From an optimization exercise on the open Yosys and OpenROAD flow, aimed at small area, a short achievable clock period and few clock cycles per item; shortcuts taken in it are not production practice.
In this exercise RTL edits were held to simulation tests only and were not proved equivalent to the original.
Power and IR drop assume default switching activity.

==> design/flow/design.v <==
module multicycle_datapath #(
  parameter logic [31:0] RESET_PC         = 32'h0000_0000,
  parameter bit          HALT_ON_MISALIGN = 1'b1
) (
  input  logic        Clk,
  input  logic        Rst,
  output logic        MemReq,
  output logic        MemWe,
  output logic [31:0] MemAddr,
  output logic [31:0] MemWData,
  input  logic [31:0] MemRData,
  input  logic        MemAck,
  output logic [31:0] PCOut,
  output logic        InstrRetired,
  output logic        Halted
);
  localparam logic [5:0] OP_RTYPE = 6'h00, OP_J  = 6'h02, OP_JAL = 6'h03, OP_BEQ = 6'h04;
  localparam logic [5:0] OP_ADDI  = 6'h08, OP_LW = 6'h23, OP_SW  = 6'h2B;
  localparam logic [5:0] F_JR  = 6'h08, F_ADD = 6'h20, F_SUB = 6'h22;
  localparam logic [5:0] F_AND = 6'h24, F_OR  = 6'h25, F_SLT = 6'h2A;
  logic        halted, ret_q;
  logic [31:2] fpc;                  
  logic [31:2] maddr;                
  logic        d_valid;              
  logic [31:0] d_ir;
  logic [31:2] d_pc4;
  logic        b_valid;              
  logic [31:0] b_ir;
  logic        x_valid, x_mph;       
  logic [31:0] x_a, x_b;
  logic [15:0] x_imm;
  logic [31:2] x_tgt;                
  logic        x_inv;
  logic        x_sum, x_and, x_or, x_slt, x_link;
  logic        x_lw, x_sw, x_jr, x_ill, x_wen;
  logic        x_bl;                 
  logic [4:0]  x_wa;
  logic        w_en;                 
  logic [4:0]  w_a;
  logic [31:0] w_d;
  logic [31:0] rf [1:31];
  logic [31:1] rf_v;
  logic [31:0] fa, fb, bop, sum, addr, res, res_o;
  logic [32:0] sum33;
  logic        slt, eq, x_live, x_halt, x_mem, x_fin, x_enter_m, taken, early, x_take, adv, fetch;
  assign fa   = x_a;
  assign fb   = x_b;
  assign bop   = fb ^ {32{x_inv}};
  assign sum33 = {fa, 1'b1} + {bop, x_inv};
  assign sum   = sum33[32:1];
  assign addr  = fa + {{16{x_imm[15]}}, x_imm};
  assign slt   = (fa[31] != fb[31]) ? fa[31] : sum[31];
  assign eq    = (fa == fb);
  assign res_o = ({32{x_and}}  & (fa & fb)) |
                 ({32{x_or}}   & (fa | fb)) |
                 ({32{x_slt}}  & {31'b0, slt}) |
                 ({32{x_link}} & fb);
  assign res   = x_sum ? sum : res_o;
  assign x_mem     = x_lw | x_sw;
  assign x_live    = x_valid & ~halted;
  assign x_halt    = x_live & ~x_mph &
                     (x_ill |
                      (HALT_ON_MISALIGN && x_jr  && fa[1:0] != 2'b00) |
                      (HALT_ON_MISALIGN && x_mem && (fa[1:0] + x_imm[1:0]) != 2'b00));
  assign x_fin     = x_live & ~x_halt & (x_mph | ~x_mem);
  assign x_enter_m = x_live & ~x_halt & ~x_mph & x_mem;
  assign taken     = x_live & ~x_halt & ~x_mph & ((x_jr & ~eq) | (x_bl & eq));
  assign adv    = MemAck & ~halted;
  assign x_take = adv & (~x_valid | x_fin);
  logic [31:0] wd_n;                 
  assign wd_n   = x_mph ? MemRData : res;
  assign fetch  = ~(x_valid & x_mph);
  assign MemReq       = ~halted;
  assign MemWe        = x_valid & x_mph & x_sw;
  assign MemAddr      = {maddr, 2'b00};
  assign MemWData     = x_b;
  assign PCOut        = {x_tgt, 2'b00};
  assign Halted       = halted;
  assign InstrRetired = ret_q;
  logic [5:0]  op, fn;
  logic [4:0]  rs, rt, rd;
  logic        is_r, r_add, r_sub, r_and, r_or, r_slt, r_jr, r_alu;
  logic        i_addi, i_lw, i_sw, i_beq, i_j, i_jal, legal;
  logic [31:0] rd_a, rd_b, ra, rb;
  logic [4:0]  d_wa;
  logic        d_wen;
  assign op = d_ir[31:26];
  assign fn = d_ir[5:0];
  assign rs = d_ir[25:21];
  assign rt = d_ir[20:16];
  assign rd = d_ir[15:11];
  assign is_r   = (op == OP_RTYPE);
  assign r_add  = is_r && fn == F_ADD;
  assign r_sub  = is_r && fn == F_SUB;
  assign r_and  = is_r && fn == F_AND;
  assign r_or   = is_r && fn == F_OR;
  assign r_slt  = is_r && fn == F_SLT;
  assign r_jr   = is_r && fn == F_JR;
  assign r_alu  = r_add | r_sub | r_and | r_or | r_slt;
  assign i_addi = (op == OP_ADDI);
  assign i_lw   = (op == OP_LW);
  assign i_sw   = (op == OP_SW);
  assign i_beq  = (op == OP_BEQ);
  assign i_j    = (op == OP_J);
  assign i_jal  = (op == OP_JAL);
  assign legal  = r_alu | r_jr | i_addi | i_lw | i_sw | i_beq | i_j | i_jal;
  assign d_wa  = r_alu ? rd : (i_jal ? 5'd31 : rt);
  assign d_wen = ((r_alu | i_addi | i_lw) & (d_wa != 5'd0)) | i_jal;
  always_comb begin
    rd_a = 32'h0;
    rd_b = 32'h0;
    for (int i = 1; i < 32; i++) begin
      rd_a = rd_a | ({32{rs == 5'(i) && rf_v[i]}} & rf[i]);
      rd_b = rd_b | ({32{rt == 5'(i) && rf_v[i]}} & rf[i]);
    end
  end
  assign ra = (w_en && w_a == rs) ? w_d : rd_a;
  assign rb = (w_en && w_a == rt) ? w_d : rd_b;
  logic hz_a, hz_b, d_same;
  assign hz_a    = x_valid & x_wen & (x_wa == rs);
  assign hz_b    = x_valid & x_wen & (x_wa == rt);
  assign d_same  = (rs == rt);
  logic        d_nreg;
  assign d_nreg  = i_addi | i_jal | r_jr;
  logic [31:0] d_bk;                 
  assign d_bk    = i_addi ? {{16{d_ir[15]}}, d_ir[15:0]} :
                   i_jal  ? {d_pc4, 2'b00} : {fpc, 2'b00};
  logic d_far;                       
  assign d_far   = (d_ir[15:0] != 16'h0);
  logic [31:2] d_tgt;
  assign d_tgt   = d_pc4 + {{14{d_ir[15]}}, d_ir[15:0]};
  assign early   = x_take & d_valid & ~taken & i_beq & d_far & d_same;
  logic [31:0] fw;
  logic [31:2] fpc1, pred;
  assign fw   = b_valid ? b_ir : MemRData;
  assign fpc1 = fpc + 30'd1;
  assign pred = rf_v[31] ? rf[31][31:2] : 30'd0;
  logic [31:2] fnext;
  assign fnext = (fw[31:27] == 5'b00001) ? {fpc1[31:28], fw[25:0]} :
                 (fw[31:26] == OP_RTYPE && fw[5:0] == F_JR) ? pred : fpc1;
  always_ff @(posedge Clk) begin
    if (!Rst) begin
      halted  <= 1'b0;
      ret_q   <= 1'b0;
      fpc     <= RESET_PC[31:2];
      maddr   <= RESET_PC[31:2];
      d_valid <= 1'b0;
      b_valid <= 1'b0;
      x_valid <= 1'b0;
      x_mph   <= 1'b0;
      w_en    <= 1'b0;
    end else begin
      ret_q <= adv & x_fin;
      if (adv & x_halt) halted <= 1'b1;
      if (adv) begin
        if (taken || early) begin
          d_valid <= 1'b0;
          b_valid <= 1'b0;
          fpc     <= taken ? (x_jr ? fa[31:2] : x_tgt) : d_tgt;
          maddr   <= taken ? (x_jr ? fa[31:2] : x_tgt) : d_tgt;
        end else if (x_take || !d_valid) begin
          if (b_valid || fetch) begin
            d_valid <= 1'b1;
            d_ir    <= fw;
            d_pc4   <= fpc1;
            fpc     <= fnext;
            maddr   <= fnext;
          end else begin
            d_valid <= 1'b0;
            maddr   <= fpc;
          end
          b_valid <= 1'b0;
        end else begin
          if (fetch && !b_valid) begin
            b_valid <= 1'b1;
            b_ir    <= MemRData;
          end
          maddr <= fpc;
        end
        if (x_enter_m) maddr <= addr[31:2];
        if (x_take) begin
          x_valid <= d_valid & ~taken;
          x_mph   <= 1'b0;
          x_a     <= (hz_a & ~x_mph) ? res : (hz_a ? MemRData : ra);
          x_b     <= (hz_b & ~d_nreg & ~x_mph) ? res :
                     (hz_b & ~d_nreg) ? MemRData : (d_nreg ? d_bk : rb);
          x_bl    <= i_beq & d_far & ~d_same;
          x_inv   <= r_sub | r_slt;
          x_imm   <= d_ir[15:0];
          x_tgt   <= i_beq ? d_pc4 + {{14{d_ir[15]}}, d_ir[15:0]} : d_pc4;
          x_sum   <= r_add | r_sub | i_addi;
          x_and   <= r_and;
          x_or    <= r_or;
          x_slt   <= r_slt;
          x_link  <= i_jal;
          x_lw    <= i_lw;
          x_sw    <= i_sw;
          x_jr    <= r_jr;
          x_ill   <= ~legal;
          x_wen   <= d_wen;
          x_wa    <= d_wa;
        end else if (x_enter_m) begin
          x_mph <= 1'b1;
        end
        w_en <= x_fin & x_wen;
        w_a  <= x_wa;
        w_d  <= wd_n;
      end
    end
  end
  always_ff @(posedge Clk) begin
    if (!Rst) rf_v <= '0;
    else if (w_en) rf_v[w_a] <= 1'b1;
  end
  always_ff @(posedge Clk) begin
    if (w_en) rf[w_a] <= w_d;
  end
endmodule
==> design/flow/run.sh <==
#!/bin/bash
# synth_recipe.tcl (not shown) runs the flow's synth.tcl, then flattens the netlist and writes it again
# the make line also repeats each setting of config.mk as NAME=value (left out here)
make -C /OpenROAD-flow-scripts/flow DESIGN_CONFIG=/design/flow/config.mk WORK_HOME=/design/flow/orfs CLKGATE_MAP_FILE= SYNTH_SCRIPT=/design/flow/synth_recipe.tcl finish
==> design/flow/config.mk <==
export PLATFORM = sky130hd
export DESIGN_NAME = multicycle_datapath
export DESIGN_NICKNAME = multicycle_datapath
export VERILOG_FILES = /design/flow/design.v
export SDC_FILE = /design/flow/constraint.sdc
export NUM_CORES = 4
export LEC_CHECK = 0
export CAP_MARGIN = 20
export CORE_MARGIN = 2
export CORE_UTILIZATION = 40
export SETUP_SLACK_MARGIN = 4.5
export SLEW_MARGIN = 20
==> design/flow/constraint.sdc <==
create_clock -name core_clock -period 8.0 [get_ports {Clk}]
set_input_delay 1.6000 -clock core_clock [delete_from_list [all_inputs] [get_ports {Clk}]]
set_output_delay 1.6000 -clock core_clock [all_outputs]
set_load 0.01 [all_outputs]
==> run summary, run 1 <==
- Final Hold Vio Count: 0
- Post-route insts no fill: around 8000
- RSZ-0062 raised after global routing: true
- Synth Area in Simple Gates: between 9 and 10%
- Antenna violations before repair: 20
- HPWL after DPL: ~200 mm
- Reg clk slew, reported paths: ~0.060 ns
- FMAX: 0.267 GHz
- Initial Utilization: roughly two fifths
- I/O pin count: around 140
- DRC violations left: 0
- Min-Delay Path Class: reg2reg
- Fill count: roughly 14000
- Fin util: between 40% and 50%
- TritonCTS clock tree: yes
- Core region area: about 0.16 mm2
- Gr ovfl total: 0
- Setup TNS: 0 ns
- Slew headroom: 19.9%
- Number of global-route vias before repair: 53900
- Adder-cell share of the synthesized area: 3.24%
- Placed cell area: 0.0703 mm2
- Max Slew Vio Count: 0
- Crit path launch type: register
- Post-synth EDFFs: between 1000 and 1500
- Syn Inst Count: about 5400
- Register area share after synthesis: 59.7%
- Layout area overhead: 21.2%
- Synthesized area per cell: between 10 and 15 um2
- DRT antenna net count: 0
- Routed wire length per instance: approximately 43 um
- Period Utilization, post-route: 46.8%
- DR pass1 iterations: 11
- Die height: 411 um
- Synth async-reset ratio: 0%
- First-pass GRT wire length: between 400 and 500 mm
- Clk_skew: about 0.063 ns
- Largest family of logic cells by synthesized area: compound AO/OA/AOI/OAI gates
- # Max-Cap Violations: 0
- GRT Overall Usage: between 30% and 40%
- Worst Path Max Fanout: 22
- Num rows: roughly 150
- Req. time, crit path: 8.66 ns
- Most frequent cells in the layout: edfxtp_1, a22oi_1, buf_4, a221oi_1, a22o_1
- Synth Area in Compound Gates: between 20% and 30%
- Crit-path most repeated cell: a21oi_1
- Status: timing/DRC/antenna clean
- Mux contribution to synthesized area: under 10%
- Largest net degree at the start of global routing: approximately 110
- Synth Register Bits: about 1300
- Die ar.: 0.169 mm2
- Buffers on Ports: 130
- H-tree depth: 4
- Layout cells sized above 1: about a fifth
- Clk latency of the worst-skew pair: 0.85 ns
- WS Path Type: reg2reg
- Hold buffer count at CTS: 0
- CP Data Arrival Time: approximately 4.4 ns
- Clock Path Buffers: 3
- Placed insts: 7481
- Slowest stage delay, CP: roughly 0.69 ns
- Xor-xnor portion of the synthesized cell area: around 2.2%
- Root buf cell: clkbuf_16
- GP Congestion: slightly above 1
- Yosys warnings: 1
- CTS buffer count: between 100 and 150
- Via density: 7.49
- Leakage: 27.4 nW
- P per Cell Area: around 210 mW/mm2
- Tmin final: ~3.7 ns
- Die W: slightly above 400 um
- Worst path cell trace: buf_4 -> nor2_2 -> and3_4 -> buf_6 -> a22o_1 -> a221oi_1 -> nand4_1 -> nor3_1 -> a21oi_1 -> a21oi_1 -> o22ai_1
- Final setup viols: 0
- Tightest Pin Transition: 1.20 ns
- Max IR drop VDD: between 0.2 and 0.25 mV
- Critical path buffers and inverters: 2
- Final instance area: approximately 0.08 mm2
- Post-Syn Area: 0.0661 mm2
- Clk sinks: ~1300
- Netlist cell types: 95
- Most common cell after layout, fill and taps aside: edfxtp_1
- Via count: between 60000 and 70000
- DRT iter0 DRCs: between 10000 and 15000
- Critical Path End Type: register
- Layout net count: ~5900
- WHS: between 0.4 and 0.5 ns
- Most used DFF post-synth: edfxtp_1
- Slowest CP cell: a21oi_1
- Drt total wl: about 350 mm
- Top delay family on crit path: compound AO/OA/AOI/OAI gates
## area by class of cell
| cell class | count | area (um2) | area share, % |
|---|---|---|---|
| Antenna cell | 11 | 27.5 | 0.0343 |
| Clock buffer | 164 | 3810 | 4.75 |
| Tap cell | 2189 | 2740 | 3.42 |
| Timing Repair Buffer | 561 | 5320 | 6.64 |
| Clock inverter | 109 | 1380 | 1.72 |
| Inverter | 130 | 505 | 0.631 |
| Sequential cell | 1348 | 39500 | 49.3 |
| Multi-Input combinational cell | 3503 | 26900 | 33.5 |
## synthesized netlist by cell type, types with 65 or more instances
cell,number,share of area [%]
edfxtp_1,1250,57
a22oi_1,421,4.8
clkbuf_1,292,1.7
nor2_1,264,1.5
nand2_1,257,1.5
a221oi_1,256,3.4
a22o_1,250,3.3
o21ai_0,231,1.7
a21oi_1,216,1.6
nand3_1,170,1.3
ha_1,168,3.2
nand4_1,138,1.3
inv_1,127,0.72
dfxtp_1,98,3.0
xor2_1,96,1.3
nor3_1,94,0.71
and3_1,90,0.85
a222oi_1,72,1.1
buf_1,68,0.39
xnor2_1,65,0.86
## where the power goes
part / internal [mW] / leakage [nW] / switching, mW
registers: 7.81 / 12.1 / 0.132
logic: 0.510 / 12.7 / 0.885
clock network: 4.31 / 2.50 / 3.11
total: 12.6 / 27.4 / 4.13
## sequential cells by signal, summed over array words and instances, names as in the netlist, 30 cells and up
name and count:
x_b 32, maddr 30, rf 992, fpc 30, x_a 32, b_ir 32, w_d 32, rf_v 31
d_pc4 30, d_ir 32, x_tgt 30
## final timing paths
path	slack [ns]	cells past startpoint	end	startpoint
max	4.26	11	x_b[15]	d_ir[19]
min	0.50	2	maddr[7]	maddr[7]
max reg2reg	4.26	11	x_b[15]	d_ir[19]
min reg2reg	0.50	2	maddr[7]	maddr[7]
## timing repair
action | in CTS | in global routing
endpoints found under the setup margin | 474 | 302
pin swaps | 36 | 89
setup buffers | 124 | 99
gates cloned | 8 | 8
gates resized for setup | 257 | 280
## worst reg2reg max path: stages (launching register included)
cell	delay, ns
edfxtp_1	0.50
buf_4	0.19
nor2_2	0.30
and3_4	0.55
buf_6	0.51
a22o_1	0.29
a221oi_1	0.05
nand4_1	0.14
nor3_1	0.08
a21oi_1	0.69
a21oi_1	0.17
o22ai_1	0.13
## routing by layer
layer  vias up  share of wire [%]  track usage [%]
li1      22600                  -                -
met4        28                 10             29.5
met3      2058                 17             18.4
met1     28700                 33             46.5
met2      6636                 40             54.2
met5         -               0.20             2.20
## logic make-up after synthesis
family,count (synthesis)
xor gates and xnor gates,162
other,1
DFF,1348
AOI/OAI and AO/OA,1862
and+or+nand+nor,1214
buffers and inverters,557
adders and majority gates,170
muxes,84
## per-stage QoR
step / power (mW) / setup slack [ns]
finish: 16.8 / 4.26
CTS: 16.5 / 4.32
floorplan: 8.69 / 3.28
detailed placement: 9.18 / 2.66
global route: 17.0 / 4.25
global placement: 9.17 / 2.70
Testbench counts, summed over its fixed seeds: cycles 45,262, instrs 33,277.
==> inputs of run 2 (changes only) <==
--- a/design/flow/design.v
+++ b/design/flow/design.v
@@ -204,6 +204,4 @@
         end
-        w_en <= x_fin & x_wen;
-        w_a  <= x_wa;
-        w_d  <= wd_n;
       end
+      w_en <= x_fin & x_wen;
     end
@@ -217,2 +215,6 @@
   end
+  always_ff @(posedge Clk) begin
+    w_a <= x_wa;
+    w_d <= wd_n;
+  end
 endmodule
==> run 2 against run 1 <==
Against the previous run:
- clock power down 2%
- first-iteration DRC count decreased by 1.7%
- maximum frequency is 1.6% lower
- routed wire length increased by 0.68%
- hold slack got worse by 0.039 ns
- synthesized area shrank 1.3%
- register-to-register slack worse by 0.06 ns
- sequential share of layout area fell by 0.58 points
- critical path depth grew 4
- setup slack worse by 0.061 ns
- critical endpoint is now maddr[17]
==> run summary, run 2 <==
- RSZ-0062 raised after global routing: true
- Post-route insts no fill: 8016
- Final instance area: approximately 0.080 mm2
- First-pass GRT wire length: approximately 460 mm
- Most Crowded Layer GR: met2
- Mux contribution to synthesized area: 1.25%
- Max Slew Vio Count: 0
- Top-count cell post-synth: edfxtp_1
- Most used DFF post-synth: edfxtp_1
- Cell depth of the worst hold path: 0
- DR pass1 iterations: 10
- Register area share after synthesis: ~60%
- Clk latency of the worst-skew pair: about 0.86 ns
- Depth of the worst register-to-register path: 15
- # Max-Cap Violations: 0
- H-tree depth: 4
- Synth area leader: edfxtp_1
- Core region area: 0.162 mm2
- Period Utilization, post-route: between 40 and 50%
- Setup TNS: 0 ns
- Crit path launch type: register
- Adder-cell share of the synthesized area: 3.28%
- Crit-path most repeated cell: a21oi_1
- Placed insts: 7434
- Reg area: just under 0.04 mm2
- Top cells by count, synth: edfxtp_1, a22oi_1, clkbuf_1
- Top reg by flops: rf
- DP Worst Slack: approximately 3.1 ns
- GP Congestion: between 0.9 and 1
- Leakage: 27.7 nW
- Largest family of logic cells by synthesized area: compound AO/OA/AOI/OAI gates
- Netlist cell types: 90
- Die ar.: roughly 0.17 mm2
- Slowest CP cell: edfxtp_1
- Antenna violations before repair: 20
- Tightest Pin Transition: between 1 and 1.5 ns
- DRT iter0 DRCs: between 10000 and 15000
- Die W: roughly 400 um
- Worst path cell trace: ha_2 -> inv_2 -> fa_1 -> nand2b_1 -> a211oi_4 -> buf_12 -> o2111ai_4 -> a311o_2 -> buf_8 -> a311o_1 -> a32oi_1 -> nand3_1 -> nor2_1 -> a21oi_1 -> a21oi_1
- Gr ovfl total: 0
- DRT antenna net count: 0
- TritonCTS clock tree: yes
- Slowest stage delay, CP: 0.52 ns
- Final setup viols: 0
- Top cell type's share of synthesized area: 55.8%
- Status: timing/DRC/antenna clean
- Largest cells by area after synthesis: edfxtp_1, a22oi_1, dfxtp_1
- Number of global-route vias before repair: between 50000 and 60000
- Met1 Use GR: around 47%
- Drt total wl: between 300 and 400 mm
- Num rows: roughly 150
- PnR worst setup slack: 4.20 ns
- Clock Path Buffers: 3
- Clk_skew: roughly 0.09 ns
- Clk sinks: 1348
- Area of the multi-input gates: roughly 0.027 mm2
- I/O pin count: between 100 and 150
- GRT met3 Usage: a little under a fifth
- Fill count: 14100
- HPWL after DPL: roughly 210 mm
- Synth Register Bits: 1348
- Slew headroom: under 10%
- Synthesized area per cell: 12.2 um2
- Req. time, crit path: about 9 ns
- Syn Inst Count: between 5000 and 6000
- Fin util: 49.5%
- P per Cell Area: between 200 and 250 mW/mm2
- Met2 Usage GRT: roughly 56%
- Via count: about 59000
- Yosys warnings: 1
- Top delay family on crit path: compound AO/OA/AOI/OAI gates
- Final Hold Vio Count: 0
- Worst reg2reg setup slack: approximately 4.2 ns
- Xor-xnor portion of the synthesized cell area: about 2.3%
- Layout area overhead: 23.3%
- Post-Syn Area: around 0.065 mm2
- Worst Path Max Fanout: 5
- Most common cell after layout, fill and taps aside: edfxtp_1
- Initial Utilization: about two fifths
- Cell depth of the worst setup path: 15
- FMAX: approximately 0.26 GHz
- DRC violations left: 0
- Largest net degree at the start of global routing: between 60 and 70
- Routed wire length per instance: approximately 44 um
- WS Path Type: reg2reg
- Max reg flops: approximately 990
- Synth async-reset ratio: 0%
- Placed cell area: approximately 0.07 mm2
- Synth Area in Compound Gates: between 20% and 30%
- Synth Area in Simple Gates: under 10%
- Min-Delay Path Class: reg2reg
- Max IR drop VDD: 0.230 mV
- Reg clk slew, reported paths: 0.06 ns
- Tmin final: around 3.8 ns
- Via density: between 7 and 8
- GRT Overall Usage: 39.9%
- Post-synth EDFFs: between 1000 and 1500
- Layout net count: 5906
- CP Data Arrival Time: 4.56 ns
- Root buf cell: clkbuf_16
- CTS buffer count: approximately 150
- Die height: 408 um
- Critical path buffers and inverters: 3
- Layout cells sized above 1: a little over a fifth
- Most frequent cells in the layout: edfxtp_1, a22oi_1, buf_4, nor2_1, a221oi_1
- Critical Path End Type: register
- Buffers on Ports: 130
[run 2: changes by cell type after synthesis, moves of 16 or more]
| cell | before | now |
|---|---|---|
| edfxtp_1 | 1250 | 1213 |
| clkbuf_1 | 292 | 360 |
| dfxtp_1 | 98 | 135 |
| nor3_1 | 94 | 70 |
| a22oi_1 | 421 | 470 |
| buf_1 | 68 | 50 |
| a22o_1 | 250 | 224 |
| nand2_1 | 257 | 237 |
| nor2_1 | 264 | 297 |
| o21a_1 | 46 | 30 |
| buf_2 | 55 | 6 |
| a221oi_1 | 256 | 238 |
[run 2: timing repair]
| action | in CTS | in global routing |
|---|---|---|
| gates resized for setup | 355 | 317 |
| buffers inserted | 157 | 111 |
| pin swaps | 119 | 163 |
| hold buffers | 0 | 0 |
| cloned | 13 | 10 |
| endpoints found under the setup margin | 446 | 387 |
[run 2: per-stage QoR]
stage,hold slack [ns],power [mW]
2_1_floorplan,0.407,8.63
3_3_place_gp,0.450,9.12
3_5_place_dp,0.431,9.13
4_1_cts,0.457,16.4
5_1_grt,0.472,16.9
6_report,0.459,16.6
[run 2: logic make-up (layout without fill, tap and decap cells)]
family                     after synthesis  count (layout)
adders and majority gates              170             170
buffers and inverters                  550            1022
other                                    1              17
DFF                                   1348            1348
and+or+nand+nor                       1210            1214
xor gates and xnor gates               168             168
AOI/OAI and AO/OA                     1826            1826
muxes                                   76              76
[run 2: worst paths after layout]
check                             start   endpoint
worst max-delay path             x_a[0]  maddr[17]
worst min register to register  x_wa[0]     w_a[0]
worst min-delay path            x_wa[0]     w_a[0]
worst max register to register   x_a[0]  maddr[17]
[run 2: layer usage]
layer | wire, um | share of wire, %
met3 | 56700 | 16
met1 | 114000 | 33
met5 | 517 | 0.15
met4 | 36900 | 11
met2 | 140000 | 40
[run 2: report_power, final]
| part | leakage [nW] | switching, mW | internal, mW |
|---|---|---|---|
| combinational | 13.0 | 0.822 | 0.503 |
| clock | 2.47 | 3.21 | 4.08 |
| sequential | 12.2 | 0.202 | 7.81 |
[run 2: final cells by class]
class | count | area share, %
flip-flops and latches | 1348 | 48.7
multi-input cells | 3458 | 33.4
repair buffers | 616 | 7.40
clock buffers | 187 | 5.02
well taps | 2175 | 3.38
clock inverters | 91 | 1.41
inverters | 127 | 0.613
diodes | 13 | 0.0405
repair inverters | 1 | 0.00622
[run 2: worst reg2reg max path, delay by kind of cell, from the launching register on]
family,cells,cell delay (ns)
compound gates,7,1.76
fa+ha+maj,2,0.73
flops,1,0.52
simple gates,3,0.39
buf+inv,3,0.35
Testbench counts of run 2, summed over its fixed seeds: cycles 45,262, instrs 33,277.
==> inputs of run 3 (changes only) <==
--- a/design/flow/config.mk
+++ b/design/flow/config.mk
@@ -10,2 +10,4 @@
 export CORE_UTILIZATION = 40
+export CTS_CLUSTER_DIAMETER = 100
+export CTS_CLUSTER_SIZE = 20
 export SETUP_SLACK_MARGIN = 4.5
==> run 3 against run 2 <==
Against the previous run:
- still clean
- clock skew is essentially flat
- sequential share of layout area grew 1.6 points
- synthesized cell count is the same
- hold slack gained 0.012 ns
- cell area shrank 3.2%
- setup slack lost 0.052 ns
- clock power shrank 38%
- die area is the same
- cell count shrank 1.2%
- via count is essentially flat
- non-clock buffer count grew 20
- largest power group unchanged
==> run summary, run 3 <==
- Layout area overhead: 19.3%
- Top-count cell post-synth: edfxtp_1
- Most frequent cells in the layout: edfxtp_1, a22oi_1, buf_4, nor2_1, a221oi_1
- Worst reg2reg path endpoint: x_b[12]
- Synthesized area per cell: 12.2 um2
- I/O pin count: 135
- Max reg flops: 992
- Period Utilization, post-route: 48.2%
- Max IR drop VDD: between 0.15 and 0.2 mV
- Netlist cell types: 90
- Most common cell after layout, fill and taps aside: edfxtp_1
- Layout net count: approximately 5900
- Via density: approximately 7.5
- Synth area leader: edfxtp_1
- Largest cells by area after synthesis: edfxtp_1, a22oi_1, dfxtp_1
- Placed cell area: 0.0696 mm2
- Final setup viols: 0
- DRT iter0 DRCs: around 14000
- Clock Path Buffers: 3
- Largest net degree at the start of global routing: just over 60
- Routed wire length per instance: approximately 44 um
- Root buf cell: clkbuf_16
- Top cell type's share of synthesized area: 55.8%
- Synth async-reset ratio: 0%
- Top delay family on crit path: simple AND/OR/NAND/NOR gates
- GP Congestion: around 0.99
- Via count: just under 60000
- Top reg by flops: rf
- Leakage: roughly 26 nW
- Final Hold Vio Count: 0
- Crit-path most repeated cell: buf_4
- Setup TNS: 0 ns
- Tmin final: 3.86 ns
- Crit path launch type: register
- Area of the multi-input gates: around 0.027 mm2
- Hold path start: x_wa[2]
- WS Path Type: reg2reg
- Yosys warnings: 1
- Final instance area: between 0.07 and 0.08 mm2
- Worst Path Max Fanout: 23
- Gr ovfl total: 0
- Antenna violations before repair: 26
- Die ar.: 0.166 mm2
- Most used DFF post-synth: edfxtp_1
- HPWL after DPL: just over 200 mm
- Tightest Pin Transition: ~1.3 ns
- Fin util: approximately 48%
- Post-synth EDFFs: roughly 1200
- Fill count: around 14000
- Clk_skew: around 0.088 ns
- Syn Inst Count: ~5300
- P per Cell Area: roughly 180 mW/mm2
- Top cells by count, synth: edfxtp_1, a22oi_1, clkbuf_1
- Slew headroom: between 10% and 20%
- Die height: between 400 and 500 um
- Drt total wl: between 300 and 400 mm
- Clk latency of the worst-skew pair: approximately 0.79 ns
- Layout cells sized above 1: 19.9%
- Number of global-route vias before repair: about 53000
- # Max-Cap Violations: 0
- First-pass GRT wire length: roughly 460 mm
- Critical Path End Type: register
- CTS buffer count: a little under 80
- Slowest CP cell: a21oi_1
- Min-Delay Path Class: reg2reg
- Slowest stage delay, CP: roughly 0.56 ns
- TritonCTS clock tree: yes
- DRC violations left: 0
- Cell depth of the worst hold path: 0
- Depth of the worst register-to-register path: 11
- FMAX: between 0.2 and 0.3 GHz
- CP Data Arrival Time: about 4.5 ns
- Req. time, crit path: about 8.6 ns
- DRT antenna net count: 0
- Hold Crit Endpoint: w_a[2]
- Reg area: a little under 0.04 mm2
- Worst path cell trace: buf_4 -> buf_4 -> nor3b_1 -> and3_4 -> buf_6 -> a22oi_1 -> nand4_1 -> nor4_1 -> a21oi_1 -> mux2i_1 -> a211oi_1
- Initial Utilization: around two fifths
- Synth Register Bits: around 1300
- Hold buffer count at CTS: 0
- Max Slew Vio Count: 0
- RSZ-0062 raised after global routing: true
- Buffers on Ports: 130
- Register area share after synthesis: between 50% and 60%
- H-tree depth: 3
- Post-Syn Area: between 0.06 and 0.07 mm2
- Num rows: between 100 and 150
- GRT Overall Usage: between 30% and 40%
- Core region area: approximately 0.16 mm2
- Critical path buffers and inverters: 3
- Worst reg2reg setup slack: roughly 4.1 ns
- Clk sinks: 1348
- Status: timing/DRC/antenna clean
- Die W: slightly above 400 um
- DR pass1 iterations: 14
- Reg2reg start: d_ir[16]
- Reg clk slew, reported paths: 0.10 ns
run 3: cell counts after synthesis:
No cell type changed its count.
run 3: timing repair:
item,in CTS,in global routing
setup endpoints to repair,430,297
setup buffers,140,147
pin swaps,103,164
resized for setup,330,340
cloned,12,14
run 3: worst max-delay path by stage:
| stage | from | to | slack [ns] | cells after the start |
|---|---|---|---|---|
| 2_1_floorplan | MemAck | x_a[0] | 3.62 | 5 |
| 3_3_place_gp | MemRData[31] | maddr[11] | 3.00 | 10 |
| 3_5_place_dp | MemRData[31] | maddr[11] | 3.06 | 10 |
| 4_1_cts | x_a[0] | maddr[28] | 4.34 | 18 |
| 5_1_grt | x_inv | x_a[30] | 4.22 | 16 |
| 6_report | d_ir[16] | x_b[12] | 4.14 | 11 |
run 3: metrics by stage:
step           cells  total power, mW  hold WS [ns]  setup WS (ns)
2_1_floorplan   5352             8.63         0.407           3.62
5_1_grt         7894             14.1         0.486           4.22
3_3_place_gp    7434             9.12         0.450           3.00
3_5_place_dp    7434             9.13         0.431           3.06
6_report        7916             13.8         0.471           4.14
4_1_cts         7730             13.6         0.465           4.34
run 3: layer usage:
layer | routed length, um | GRT usage [%]
met3 | 56300 | 17.7
met4 | 38600 | 32.8
met1 | 112000 | 46.4
met5 | 962 | 1.87
met2 | 139000 | 55.6
run 3: power by group:
part	internal (mW)	switching [mW]	total, mW
Sequential	7.80	0.205	8.00
Clock	1.94	2.57	4.51
Combinational	0.499	0.807	1.31
Total	10.2	3.58	13.8
run 3: cells by family after synthesis:
| logic type | Yosys count | synth area share (%) |
|---|---|---|
| and+or+nand+nor | 1210 | 9.30 |
| xor gates and xnor gates | 168 | 2.28 |
| muxes | 76 | 1.25 |
| adders and majority gates | 170 | 3.28 |
| buffers and inverters | 550 | 3.22 |
| DFF | 1348 | 60.0 |
| other | 1 | 0.00575 |
| AOI/OAI and AO/OA | 1826 | 20.7 |
run 3: layout make-up:
class                           instances  share of cell area, %
Multi-Input combinational cell       3460                   34.6
Timing Repair Buffer                  636                   7.81
Inverter                              127                  0.633
Sequential cell                      1348                   50.3
Tap cell                             2175                   3.50
Timing Repair inverter                  1                0.00643
Clock inverter                         12                  0.294
Antenna cell                           25                 0.0804
Clock buffer                          132                   2.83
==> inputs of run 4 (changes only) <==
--- a/design/flow/config.mk
+++ b/design/flow/config.mk
@@ -10,5 +10,3 @@
 export CORE_UTILIZATION = 40
-export CTS_CLUSTER_DIAMETER = 100
-export CTS_CLUSTER_SIZE = 20
-export SETUP_SLACK_MARGIN = 4.5
+export SETUP_SLACK_MARGIN = 4.3
 export SLEW_MARGIN = 20
==> run 4 against run 3 <==
Against the previous run:
- still clean on timing, DRC and antenna
- non-clock buffer count is 165 lower
- power is 17% higher
- hold slack better by 0.0046 ns
- maximum frequency shrank 3.7%
- first-iteration DRC count down 3.0%
- routed wire length down 1.7%
- sequential share of layout area up 0.26 points
- utilization shrank 0.24 points
- clock skew decreased by 0.022 ns
- largest cell class unchanged
- largest power group unchanged
==> run summary, run 4 <==
- Status: timing/DRC/antenna clean
- Core region area: around 0.16 mm2
- Max IR drop VDD: roughly 0.26 mV
- RSZ-0062 raised after global routing: true
- First-pass GRT wire length: about 450 mm
- Req. time, crit path: approximately 8.6 ns
- Top cells by count, synth: edfxtp_1, a22oi_1, clkbuf_1
- Root buf cell: clkbuf_16
- Routed wire length per instance: approximately 43 um
- Synth area leader: edfxtp_1
- Post-synth EDFFs: ~1200
- DR pass1 iterations: 14
- Period Utilization, post-route: approximately 50%
- Drt total wl: roughly 340 mm
- Most frequent cells in the layout: edfxtp_1, a22oi_1, buf_4, nor2_1, a221oi_1
- Fill count: between 10000 and 15000
- Layout cells sized above 1: 17.2%
- Gr ovfl total: 0
- Most common cell after layout, fill and taps aside: edfxtp_1
- Max Slew Vio Count: 0
- Layout net count: between 5000 and 6000
- TritonCTS clock tree: yes
- Register area share after synthesis: around three fifths
- Hold buffer count at CTS: 0
- DRC violations left: 0
- FMAX: between 0.2 and 0.25 GHz
- Worst Path Max Fanout: 27
- Antenna violations before repair: 26
- Placed insts: approximately 7400
- Reg area: approximately 0.039 mm2
- Top-count cell post-synth: edfxtp_1
- P per Cell Area: between 200 and 250 mW/mm2
- Initial Utilization: approximately two fifths
- Area of the multi-input gates: about 0.026 mm2
- Max reg flops: a little under 1000
- Final setup viols: 0
- Synth async-reset ratio: 0%
- DRT antenna net count: 0
- H-tree depth: 4
- WS Path Type: reg2reg
- Most used DFF post-synth: edfxtp_1
- Top reg by flops: rf
- Via count: 58200
- Number of global-route vias before repair: between 50000 and 60000
- Yosys warnings: 1
- Clk latency of the worst-skew pair: about 0.85 ns
- Post-Syn Area: roughly 0.065 mm2
- I/O pin count: 135
- # Max-Cap Violations: 0
- Tmin final: 4.01 ns
- Largest net degree at the start of global routing: between 100 and 150
- Netlist cell types: 90
- Reg clk slew, reported paths: ~0.060 ns
- GRT Overall Usage: 39.1%
- Tightest Pin Transition: between 1 and 1.5 ns
- Clock Path Buffers: 3
- Clk sinks: ~1300
- Synthesized area per cell: 12.2 um2
- HPWL after DPL: 204 mm
- Num rows: 148
- DRT iter0 DRCs: 13200
- Layout area overhead: 18.7%
- Post-route insts no fill: 7864
- Crit path launch type: register
- Via density: around 7.4
- Leakage: ~26 nW
- Setup TNS: 0 ns
- GP Congestion: a little over 1
- CP Data Arrival Time: 4.63 ns
- Largest cells by area after synthesis: edfxtp_1, a22oi_1, dfxtp_1
- Slew headroom: roughly 18%
- Buffers on Ports: 130
- Min-Delay Path Class: reg2reg
- Top cell type's share of synthesized area: roughly 56%
- Die height: roughly 410 um
- Syn Inst Count: ~5300
- Die ar.: approximately 0.17 mm2
- CTS buffer count: 145
- Worst reg2reg setup slack: around 4.0 ns
- Synth Register Bits: between 1000 and 1500
- Clk_skew: 0.0652 ns
- Critical Path End Type: register
- Die W: 408 um
- Final Hold Vio Count: 0
run 4: cell counts after synthesis:
No cell type changed its count.
run 4: cell families after synthesis:
group	Yosys count	synth area share, %
AO/OA/AOI/OAI	1826	20.7
flip-flops	1348	60.0
AND/OR/NAND/NOR	1210	9.30
buffers and inverters	550	3.22
adder cells (fa/ha/maj)	170	3.28
XOR/XNOR	168	2.28
multiplexers	76	1.25
other	1	0.00575
run 4: final timing paths:
| kind | from | endpoint | cells after the start |
|---|---|---|---|
| setup reg to reg | d_ir[19] | x_b[6] | 11 |
| hold reg to reg | x_wa[1] | w_a[1] | 0 |
| setup / recovery | d_ir[19] | x_b[6] | 11 |
| hold / removal | x_wa[1] | w_a[1] | 0 |
run 4: final cells by class:
type,count,share of cell area [%]
antenna,16,0.0517
inverter,127,0.632
timing repair inverter,1,0.00646
clock buffer,186,5.05
timing repair buffer,471,5.41
sequential,1348,50.6
tap,2175,3.51
multi-input combinational,3458,33.5
clock inverter,82,1.32
run 4: timing repair:
item                       CTS  global route
pin swaps                   32            86
hold endpoints to repair     0             0
setup buffers               82            79
gates cloned                 2             6
setup endpoints to repair  395           352
resized for setup          159           232
run 4: metrics by stage:
step	setup WS (ns)	utilization, %	hold slack, ns	power, mW	cell area (um2)
finish	3.99	47.7	0.476	16.2	77500
global route	4.14	47.7	0.492	16.5	77400
CTS	4.21	46.6	0.477	16.0	75600
detailed placement	3.04	42.7	0.444	9.12	69400
global placement	3.10	42.7	0.455	9.11	69400
floorplan	3.62	-	0.407	8.63	65300
run 4: layer usage:
layer | up-vias | global-route usage [%] | wire length (um)
li1 | 22000 | - | -
met1 | 28100 | 45.6 | 111000
met2 | 6200 | 55.0 | 137000
met3 | 1888 | 18.4 | 56500
met4 | 42 | 30.1 | 35700
met5 | - | 3.45 | 787
run 4: critical path, stage by stage (launching register included):
cell,delay [ns]
edfxtp_1,0.54
nor2_1,0.49
and3_2,0.49
buf_4,0.68
a22o_1,0.26
a221oi_1,0.05
nand4_1,0.15
nor3_1,0.07
nand2_1,0.09
o211ai_1,0.34
o211ai_1,0.26
nor3b_1,0.36
run 4: where the power goes:
group          leakage, nW  internal [mW]  total [mW]  switching (mW)
Clock                 2.39           3.87        7.00            3.13
Sequential            12.2           7.81        8.03           0.217
Combinational         11.8          0.418        1.14           0.725

## static timing again, ports no longer ideal
In the flow no input, the clock included, has a driving cell. The finished layouts below were timed again as built, in two steps.
Step 1 sets driving cells, clkbuf_16 on the clock port and buf_2 on the other inputs (assumed; they add their load-dependent delay and slew).
Step 2 times the ports against the registers' clock, not the clock port: input delays grow and output delays shrink by t, the midpoint of the rising clock arrivals with the driver on.
a / b / c = ideal ports / drivers / drivers and shift; a / b = the first two.
| run | t, ns | setup slack, ns | worst hold slack (ns) |
|---|---|---|---|
| run 1 | 0.906 | 4.257 / 4.257 / 3.706 | 0.498 / 0.498 / 0.498 |
| run 2 | 0.898 | 4.196 / 4.196 / 3.361 | 0.459 / 0.459 / 0.459 |
| run 3 | 0.829 | 4.143 / 4.143 / 3.576 | 0.471 / 0.471 / 0.471 |
| run 4 | 0.913 | 3.994 / 3.994 / 3.443 | 0.476 / 0.476 / 0.476 |
After both steps setup and hold are still met in every run listed. For run 2, which loses most, drivers alone change the setup slack by 0.000 ns; drivers and shift together by -0.835 ns.
